Context: an optimization exercise on an open-source flow, tuned for small area and a short achievable clock period. The choices shown serve that exercise and are no tape-out recipe. RTL that was checked went through simulation tests only; none was proved equivalent to the original. No driver is modelled on the clock port, so clocking that relies on it looks cheaper here than on a real chip. No activity file was given, so power comes from the tool's default toggle rates.

Setup of run 1:
## spi_acl_responder
module spi_acl_responder #(
  parameter int          ADDR_W  = 6,
  parameter logic [7:0]  DEVID   = 8'hAD,
  parameter int          SYNC_FF = 2
) (
  input  logic              CLK,
  input  logic              RST,
  input  logic              SCLK,
  input  logic              SS,
  input  logic              SDI,
  output logic              SDO,
  input  logic              smp_valid,
  input  logic [7:0]        smp_x,
  input  logic [7:0]        smp_y,
  input  logic [7:0]        smp_z,
  output logic [7:0]        pwr_ctl,
  output logic              wr_stb,
  output logic [ADDR_W-1:0] wr_addr,
  output logic [7:0]        wr_data,
  output logic              frame_done,
  output logic              cmd_err
);
  localparam logic [7:0] CMD_WR = 8'h0A;
  localparam logic [7:0] CMD_RD = 8'h0B;
  localparam logic [5:0] A_DEV  = 6'h00;
  localparam logic [5:0] A_X    = 6'h08;
  localparam logic [5:0] A_Y    = 6'h09;
  localparam logic [5:0] A_Z    = 6'h0A;
  localparam logic [5:0] A_PWR  = 6'h2D;
  typedef enum logic [2:0] {
    S_IDLE, S_CMD, S_ADDR, S_WDATA, S_RDATA, S_IGNORE
  } state_t;
  state_t state, state_next;
  logic [1:0] sclk_sync, ss_sync, sdi_sync;
  logic sclk_s, ss_s, sdi_s, sclk_d, ss_d;
  ...
==> flow/config.mk <==
export PLATFORM = sky130hd
export DESIGN_NAME = spi_acl_responder
export DESIGN_NICKNAME = spi_acl_responder
export VERILOG_FILES = /design/flow/design.v
export SDC_FILE = /design/flow/constraint.sdc
export NUM_CORES = 4
export LEC_CHECK = 0
export ABC_AREA = 1
export ABC_CLOCK_PERIOD_IN_PS = 2200
export CAP_MARGIN = 20
export CORE_MARGIN = 2
export CORE_UTILIZATION = 65
export CTS_BUF_LIST = sky130_fd_sc_hd__clkbuf_16
export CTS_CLUSTER_DIAMETER = 60
export CTS_CLUSTER_SIZE = 30
export PLACE_DENSITY = 0.75
export SETUP_SLACK_MARGIN = 3.8
export SLEW_MARGIN = 20
==> flow/constraint.sdc <==
create_clock -name core_clock -period 6.0 [get_ports {CLK}]
set_input_delay 1.2000 -clock core_clock [delete_from_list [all_inputs] [get_ports {CLK}]]
set_output_delay 1.2000 -clock core_clock [all_outputs]
set_load 0.01 [all_outputs]
standard.sh (not shown) runs the stock make flow with config.mk's settings and CLKGATE_MAP_FILE= SYNTH_SCRIPT=/design/flow/synth_recipe.tcl, a recipe that flattens the netlist after the stock synthesis.
==> flow/flow/run.sh <==
#!/bin/bash
set -euo pipefail
export PRE_GLOBAL_PLACE_TCL="$PWD/flow/outbuf.tcl"
export BUFFER_PORTS_ARGS="-inputs -buffer_cell sky130_fd_sc_hd__buf_1"
export CTS_ARGS="-sink_clustering_enable -repair_clock_nets -sink_clustering_size 30 -sink_clustering_max_diameter 60 -buf_list sky130_fd_sc_hd__clkbuf_16 -dont_use_dummy_load"
bash standard.sh > standard.log 2>&1
==> flow/flow/outbuf.tcl <==
# Buffer the output ports with buf_2 before the standard step buffers the inputs.
buffer_ports -outputs -buffer_cell sky130_fd_sc_hd__buf_2
The flow did not stop early for run 1: all stages ran, and the layout cleared the timing, DRC and antenna checks.
[inputs] run 2 vs run 1
- ABC_AREA no longer set, was 1
==> flow/flow/run.sh <==
#!/bin/bash
set -euo pipefail
export BUFFER_PORTS_ARGS="-buffer_cell sky130_fd_sc_hd__buf_1"
export CTS_ARGS="-sink_clustering_enable -repair_clock_nets -sink_clustering_size 30 -sink_clustering_max_diameter 60 -buf_list sky130_fd_sc_hd__clkbuf_16 -dont_use_dummy_load"
bash standard.sh > standard.log 2>&1
removed: flow/flow/outbuf.tcl
Findings:
- On clock power share, the lower figure sits with run 1, not run 2.
- | worst hold-check slack | run 2 vs run 1 | ≈ equal |
- Row total leakage power: run 2 higher / run 1 lower
- Comparing run 2 and run 1, the lower power was measured on run 2.
- Changes observed in run 2 relative to run 1: final cell count went down about 7%, combinational power now sits lower, fmax lower.
No run of this note included a check of the RTL's function; only the layout flow was run.

The RTL this note starts from:
==> flow/design.v <==
`timescale 1ns/1ps
module spi_acl_responder #(
  parameter int          ADDR_W  = 6,
  parameter logic [7:0]  DEVID   = 8'hAD,
  parameter int          SYNC_FF = 2
) (
  input  logic              CLK,
  input  logic              RST,
  input  logic              SCLK,
  input  logic              SS,
  input  logic              SDI,
  output logic              SDO,
  input  logic              smp_valid,
  input  logic [7:0]        smp_x,
  input  logic [7:0]        smp_y,
  input  logic [7:0]        smp_z,
  output logic [7:0]        pwr_ctl,
  output logic              wr_stb,
  output logic [ADDR_W-1:0] wr_addr,
  output logic [7:0]        wr_data,
  output logic              frame_done,
  output logic              cmd_err
);
  localparam logic [7:0] CMD_WR = 8'h0A;
  localparam logic [7:0] CMD_RD = 8'h0B;
  localparam logic [5:0] A_DEV  = 6'h00;
  localparam logic [5:0] A_X    = 6'h08;
  localparam logic [5:0] A_Y    = 6'h09;
  localparam logic [5:0] A_Z    = 6'h0A;
  localparam logic [5:0] A_PWR  = 6'h2D;
  typedef enum logic [2:0] {
    S_IDLE, S_CMD, S_ADDR, S_WDATA, S_RDATA, S_IGNORE
  } state_t;
  state_t state, state_next;
  logic [1:0] sclk_sync, ss_sync, sdi_sync;
  logic sclk_s, ss_s, sdi_s, sclk_d, ss_d;
  logic rise, fall, rise_nx, ss_rise, ss_fall, active;
  logic [2:0] bit_cnt;
  logic [7:0] sr, rx_next, rx_pre, tx_next;
  logic [5:0] addr, addr_inc;
  logic       addr_bad, is_rd, got_byte, read_only;
  logic       bd_pre, byte_done, c_wr, c_rd, wr_en, tx_load, tx_shift, rx_shift, to_rdata;
  logic       sdo_q;
  logic [7:0] pwr_q, smp_xq, smp_yq, smp_zq;
  logic       smp_ok;
  logic [5:0] pre_addr;
  logic       pre_bad, f_dev, f_smp, f_y, f_z, f_c0, f_c1;
  logic [7:0] ld_val, smp_sel;
  logic [3:0] rot;
  logic       clr;
  logic [4:0] pa;
  logic       pa_ab, pa_rb, pa_16;
  logic [7:0] tap [8];
  logic [4:0] ins, ins_hit;
  logic       stb_d;
  logic [5:0] ins_addr;
  logic [7:0] ins_data;
  logic [7:0] tap_sel;
  logic [2:0] cap_sel;
  logic       cap0, cap1;
  logic [7:0] cand0, cand1;
  assign sclk_s  = sclk_sync[1];
  assign ss_s    = ss_sync[1];
  assign sdi_s   = sdi_sync[1];
  assign rise    = sclk_s & ~sclk_d;
  assign fall    = ~sclk_s & sclk_d;
  assign rise_nx = sclk_sync[0] & ~sclk_s;
  assign ss_rise = ss_s & ~ss_d;
  assign ss_fall = ~ss_s & ss_d;
  assign active    = (state != S_IDLE) && !ss_s;
  assign rx_next   = {sr[6:0], sdi_s};
  assign rx_pre    = {sr[6:0], sdi_s};
  assign read_only = (addr == A_DEV) || (addr == A_X) || (addr == A_Y) || (addr == A_Z);
  assign addr_inc  = addr + 6'd1;
  assign bd_pre    = !RST && rise_nx && active && (bit_cnt == 3'd7);
  assign pwr_ctl = pwr_q;
  assign SDO     = sdo_q;
  always_ff @(posedge CLK) begin
    sclk_sync <= {sclk_sync[0], SCLK};
    sdi_sync  <= {sdi_sync[0], SDI};
    sclk_d    <= sclk_s;
    if (RST) begin
      ss_sync <= '0;
      ss_d    <= 1'b0;
    end else begin
      ss_sync <= {ss_sync[0], SS};
      ss_d    <= ss_s;
    end
  end
  always_ff @(posedge CLK) begin
    byte_done <= bd_pre;
    c_wr      <= rx_pre == CMD_WR;
    c_rd      <= rx_pre == CMD_RD;
    wr_en     <= bd_pre && state == S_WDATA && !addr_bad && !read_only;
  end
  always_ff @(posedge CLK) begin
    if (RST) state <= S_IDLE;
    else     state <= state_next;
  end
  always_comb begin
    state_next = state;
    if (ss_s) begin
      state_next = S_IDLE;
    end else begin
      case (state)
        S_IDLE:  if (ss_fall) state_next = S_CMD;
        S_CMD:   if (byte_done) state_next = (c_wr || c_rd) ? S_ADDR : S_IGNORE;
        S_ADDR:  if (byte_done) state_next = is_rd ? S_RDATA : S_WDATA;
        default: state_next = state;
      endcase
    end
  end
  always_comb begin
    if (state == S_ADDR) begin
      pre_addr = rx_pre[5:0];
      pre_bad  = rx_pre[7:6] != 2'b00;
    end else begin
      pre_addr = addr_inc;
      pre_bad  = addr_bad;
    end
  end
  always_ff @(posedge CLK) begin
    f_dev <= !pre_bad && pre_addr == A_DEV;
    f_smp <= !pre_bad && (pre_addr == A_X || pre_addr == A_Y || pre_addr == A_Z);
    f_y   <= pre_addr[0];
    f_z   <= pre_addr[1];
    f_c0  <= !pre_bad && !pre_addr[0] && pre_addr != A_DEV && pre_addr != A_X && pre_addr != A_Z;
    f_c1  <= !pre_bad && pre_addr[0] && pre_addr != A_Y;
  end
  assign smp_sel = f_z ? smp_zq : f_y ? smp_yq : smp_xq;
  assign ld_val  = ({8{f_dev}} & DEVID) | ({8{f_smp && smp_ok}} & smp_sel) |
                   ({8{f_c0}} & cand0) | ({8{f_c1}} & cand1);
  assign to_rdata = (state == S_ADDR && is_rd) || state == S_RDATA;
  assign tx_load  = byte_done && to_rdata;
  assign tx_shift = active && state == S_RDATA && fall && bit_cnt != 3'd0;
  assign rx_shift = active && state != S_RDATA && rise;
  assign tx_next  = tx_load ? ld_val : tx_shift ? {sr[6:0], 1'b0} : rx_shift ? rx_next : sr;
  always_ff @(posedge CLK) begin
    sr <= tx_next;
    if (!active) begin
      bit_cnt  <= '0;
      got_byte <= 1'b0;
    end else begin
      if (rise) bit_cnt <= bit_cnt + 3'd1;
      if (byte_done) got_byte <= 1'b1;
      if (byte_done && state == S_CMD) is_rd <= c_rd;
      if (byte_done && state == S_ADDR) begin
        addr     <= rx_next[5:0];
        addr_bad <= rx_next[7:6] != 2'b00;
      end else if (byte_done && (state == S_WDATA || state == S_RDATA)) begin
        addr     <= addr_inc;
      end
    end
  end
  always_ff @(posedge CLK) begin
    if (RST) sdo_q <= 1'b0;
    else     sdo_q <= to_rdata && !ss_s && !ss_sync[0] && (state == S_RDATA || byte_done) && tx_next[7];
  end
  always_ff @(posedge CLK) begin
    if (RST) pwr_q <= 8'h00;
    else if (wr_en && addr == A_PWR) pwr_q <= rx_next;
    if (smp_valid) begin
      smp_xq <= smp_x;
      smp_yq <= smp_y;
      smp_zq <= smp_z;
    end
    if (RST) smp_ok <= 1'b0;
    else if (smp_valid) smp_ok <= 1'b1;
  end
  always_ff @(posedge CLK) begin
    if (RST) begin
      rot <= 4'd0;
      clr <= 1'b1;
    end else begin
      rot <= rot + 4'd1;
      if (rot == 4'd15) clr <= 1'b0;
    end
  end
  always_ff @(posedge CLK) begin
    ins_addr <= wr_addr;
    stb_d    <= wr_en;
    if (RST) ins_data <= 8'h00;
    else     ins_data <= wr_data;
    for (int r = 0; r < 5; r++) ins[r] <= clr || (ins_hit[r] && !stb_d);
  end
  assign ins_hit[0] = (ins_addr[5:3] == 3'd0 && ins_addr[2:0] == rot[2:0]) ||
                      (ins_addr == 6'h0B && rot[2:0] == 3'd0);
  assign ins_hit[1] = ins_addr[5:2] == 4'b0011 && ins_addr[1:0] == rot[1:0];
  for (genvar k = 1; k < 4; k++) begin : g_ins
    assign ins_hit[k+1] = ins_addr[5:4] == 2'(k) && ins_addr[3:0] == rot;
  end
  logic [63:0] ring_a;
  logic [31:0] ring_b;
  logic [127:0] ring_1, ring_2, ring_3;
  always_ff @(posedge CLK) begin
    ring_a <= {ring_a[7:0], ins[0] ? ins_data : ring_a[63:56], ring_a[55:8]};
    ring_b <= {ring_b[7:0], ins[1] ? ins_data : ring_b[31:24], ring_b[23:8]};
    ring_1 <= {ring_1[7:0], ins[2] ? ins_data : ring_1[127:120], ring_1[119:8]};
    ring_2 <= {ring_2[7:0], ins[3] ? ins_data : ring_2[127:120], ring_2[119:8]};
    ring_3 <= {ring_3[7:0], ins[4] ? ins_data : ring_3[127:120], ring_3[119:8]};
  end
  assign tap[0] = ring_a[63:56];
  assign tap[1] = ring_b[31:24];
  assign tap[2] = ring_1[127:120];
  assign tap[3] = ring_1[63:56];
  assign tap[4] = ring_2[127:120];
  assign tap[5] = ring_2[63:56];
  assign tap[6] = ring_3[127:120];
  assign tap[7] = ring_3[63:56];
  always_comb begin
    if (state == S_ADDR) pa = (bit_cnt == 3'd7) ? sr[4:0] : {sr[3:0], sdi_s};
    else                 pa = addr_inc[5:1];
  end
  assign pa_ab = pa == 5'b00101;
  assign pa_rb = pa[4:2] == 3'd1 && pa[1];
  assign pa_16 = pa[4:3] != 2'd0;
  always_ff @(posedge CLK) begin
    cap_sel <= pa_16 ? {pa[4:3], pa[2] ^ rot[3]} : {2'd0, pa_rb};
    cap0    <= pa_rb ? rot[1:0] == {pa[0], 1'b0} : rot[2:0] == {pa[1:0], 1'b0};
    cap1    <= pa_rb ? rot[1:0] == {pa[0], 1'b1} : pa_ab ? rot[2:0] == 3'd0 : rot[2:0] == {pa[1:0], 1'b1};
  end
  assign tap_sel = tap[cap_sel];
  always_ff @(posedge CLK) begin
    if (cap0) cand0 <= tap_sel;
    if (cap1) cand1 <= tap_sel;
  end
  always_ff @(posedge CLK) begin
    if (RST) begin
      wr_stb     <= 1'b0;
      wr_addr    <= '0;
      wr_data    <= '0;
      frame_done <= 1'b0;
      cmd_err    <= 1'b0;
    end else begin
      wr_stb     <= wr_en;
      frame_done <= ss_rise && got_byte;
      if (wr_en) begin
        wr_addr <= addr;
        wr_data <= rx_next;
      end
      if (byte_done && state == S_CMD && !c_wr && !c_rd)
        cmd_err <= 1'b1;
    end
  end
endmodule
clock: 6.0 ns
lec_check: 0
abc_area: 1
abc_clock_period_in_ps: 2200
cap_margin: 20
core_margin: 2
core_utilization: 58
cts_buf_list: sky130_fd_sc_hd__clkbuf_16
cts_cluster_diameter: 60
cts_cluster_size: 30
place_density: 0.7
setup_slack_margin: 4.0
slew_margin: 20
==> flow/flow/run.sh <==
#!/bin/bash
set -euo pipefail
export BUFFER_PORTS_ARGS="-buffer_cell sky130_fd_sc_hd__buf_2"
export CTS_ARGS="-sink_clustering_enable -repair_clock_nets -sink_clustering_size 30 -sink_clustering_max_diameter 60 -buf_list sky130_fd_sc_hd__clkbuf_16 -dont_use_dummy_load"
export POST_CTS_TCL="$PWD/flow/quad_clk.tcl"
bash standard.sh > standard.log 2>&1
Other scripts of this flow, unchanged in this note and not shown: flow/flow/quad_clk.tcl
The baseline completed with no timing, DRC or antenna violations.
Rerun with:
- CORE_UTILIZATION: 58 -> 65
- PLACE_DENSITY: 0.7 -> 0.75
Result: Setup slack is better by 14 ps; first-iteration DRC count went down by 18%; cell count went down by 0.91%; area after synthesis does not change; final area is about the same; maximum frequency went up by 0.71%; global-route usage went up by 2.2 points.

RTL: one of the versions met above, not the one the previous note started from.
For scale: ~1300 cells after synthesis, ~56 I/O pins, about 16000 µm² of cells after synthesis.
==> flow/config.mk <==
export PLATFORM = sky130hd
export DESIGN_NAME = spi_acl_responder
export DESIGN_NICKNAME = spi_acl_responder
export VERILOG_FILES = /design/flow/design.v
export SDC_FILE = /design/flow/constraint.sdc
export NUM_CORES = 4
export LEC_CHECK = 0
export ABC_AREA = 1
export ABC_CLOCK_PERIOD_IN_PS = 2200
export CAP_MARGIN = 20
export CORE_MARGIN = 2
export CORE_UTILIZATION = 65
export CTS_BUF_LIST = sky130_fd_sc_hd__clkbuf_16
export CTS_CLUSTER_DIAMETER = 60
export CTS_CLUSTER_SIZE = 30
export PLACE_DENSITY = 0.75
export SETUP_SLACK_MARGIN = 3.8
export SLEW_MARGIN = 20
==> flow/constraint.sdc <==
create_clock -name core_clock -period 6.0 [get_ports {CLK}]
set_input_delay 1.2000 -clock core_clock [delete_from_list [all_inputs] [get_ports {CLK}]]
set_output_delay 1.2000 -clock core_clock [all_outputs]
set_load 0.01 [all_outputs]
run.sh (not shown) runs the stock make flow with config.mk's settings and CLKGATE_MAP_FILE= SYNTH_SCRIPT=/design/flow/synth_recipe.tcl, a recipe that flattens the netlist after the stock synthesis.
Stock flow here: none of the scripts above is used.
The first run finished with timing, DRC and antenna clean.
==> next run, changes <==
- ABC_AREA: 1 -> unset
- CORE_UTILIZATION: 65 -> 40
- PLACE_DENSITY: 0.75 -> unset
What happened:
- core utilization is lower by 27 points
- cell count is higher by 3.2%
- flip-flop and latch count is unchanged
- via count is lower by about 9%
- power is about the same
==> next run, changes <==
==> flow/flow/run.sh (new file) <==
#!/bin/bash
set -euo pipefail
export BUFFER_PORTS_ARGS="-buffer_cell sky130_fd_sc_hd__buf_2"
export CTS_ARGS="-sink_clustering_enable -repair_clock_nets -sink_clustering_size 45 -sink_clustering_max_diameter 45 -buf_list sky130_fd_sc_hd__clkbuf_16 -dont_use_dummy_load"
bash standard.sh > standard.log 2>&1
==> flow/standard.sh (new file) <==
#!/bin/bash
# synth_recipe.tcl (not shown) runs the flow's synth.tcl, then flattens the netlist and writes it again
# the make line also repeats each setting of config.mk as NAME=value (left out here)
make -C /OpenROAD-flow-scripts/flow DESIGN_CONFIG=/design/flow/config.mk WORK_HOME=/design/flow/orfs CLKGATE_MAP_FILE= SYNTH_SCRIPT=/design/flow/synth_recipe.tcl "${@:-finish}"
- ABC_AREA: unset -> 1
- CORE_UTILIZATION: 40 -> 65
- PLACE_DENSITY: unset -> 0.75
removed: flow/run.sh
Via count grows by 10%.
Design area shrinks by 4.2%.
Maximum frequency grows by 0.91%.
Total power grows by 3.3%.
Non-clock buffer count shrinks by 30.
Cell count shrinks by 3.8%.
First-iteration DRC count grows by 91%.
==> next run, changes <==
==> flow/run.sh (new file) <==
#!/bin/bash
# synth_recipe.tcl (not shown) runs the flow's synth.tcl, then flattens the netlist and writes it again
# the make line also repeats each setting of config.mk as NAME=value (left out here)
make -C /OpenROAD-flow-scripts/flow DESIGN_CONFIG=/design/flow/config.mk WORK_HOME=/design/flow/orfs CLKGATE_MAP_FILE= SYNTH_SCRIPT=/design/flow/synth_recipe.tcl finish
- ABC_AREA: 1 -> unset
removed: flow/flow/run.sh
removed: flow/standard.sh
The changed run ran to the end with no violations.
Total power went down by 8.6%.
Worst setup slack gains 0.0061 ns.
Sequential share of layout area falls by 0.73 points.
First-iteration DRC count goes down by 15%.
==> next run, changes <==
- CTS_CLUSTER_DIAMETER: 60 -> 45
- CTS_CLUSTER_SIZE: 30 -> 40
The new run finished with timing, DRC and antenna clean.
Cell area grows by about 2.4%.
Maximum frequency grows by about 2.4%.
Utilization grows by 1.8 points.
Global-route usage grows by 0.32 points.
Register-to-register slack is about the same.
Routed wire length grows by 1.1%.
Worst setup slack improved by 0.054 ns.
Combinational power is about the same.
Cell count grows by 1.4%.
Die area stays the same.
Sequential share of layout area shrinks by 1.6 points.
Function was not checked in any run of this note: the RTL went through the layout flow alone.

==> static timing again, ports no longer ideal <==
Ports are ideal in the flow. The routed layouts listed here were re-timed in OpenROAD. Step 1 (the two cells are an assumption about what drives the block):
set clk [get_ports {CLK}]
set_driving_cell -lib_cell sky130_fd_sc_hd__clkbuf_16 $clk
set_driving_cell -lib_cell sky130_fd_sc_hd__buf_2 [delete_from_list [all_inputs] $clk]
Step 2 also shifts input and output timing later by t, the mid clock arrival at the registers, as if the neighbouring blocks saw the same clock. a / b / c = ideal ports / drivers / drivers and shift; a / b = the first two.
run | t (ns) | setup slack, ns | hold WS [ns]
run 1 | 0.597 | 3.801 / 3.753 / 3.357 | 0.298 / 0.298 / 0.298
run 2 | 0.602 | 3.649 / 3.596 / 3.452 | 0.298 / 0.298 / 0.298
the first run of note 2 | 0.435 | 3.967 / 3.870 / 3.694 | 0.282 / 0.282 / 0.282
the second run of note 2 | 0.432 | 3.981 / 3.881 / 3.726 | 0.281 / 0.281 / 0.281
the first run of note 3 | 0.607 | 3.728 / 3.679 / 3.402 | 0.322 / 0.322 / 0.322
the second run of note 3 | 0.635 | 3.686 / 3.632 / 3.624 | 0.324 / 0.324 / 0.324
the third run of note 3 | 0.566 | 3.707 / 3.657 / 3.518 | 0.277 / 0.277 / 0.277
the fourth run of note 3 | 0.611 | 3.713 / 3.665 / 3.363 | 0.324 / 0.324 / 0.324
the fifth run of note 3 | 0.581 | 3.767 / 3.715 / 3.391 | 0.315 / 0.315 / 0.315
After both steps every run listed still meets setup and hold. For run 1, which loses most, drivers alone change the setup slack by -0.048 ns; drivers and shift together by -0.444 ns.
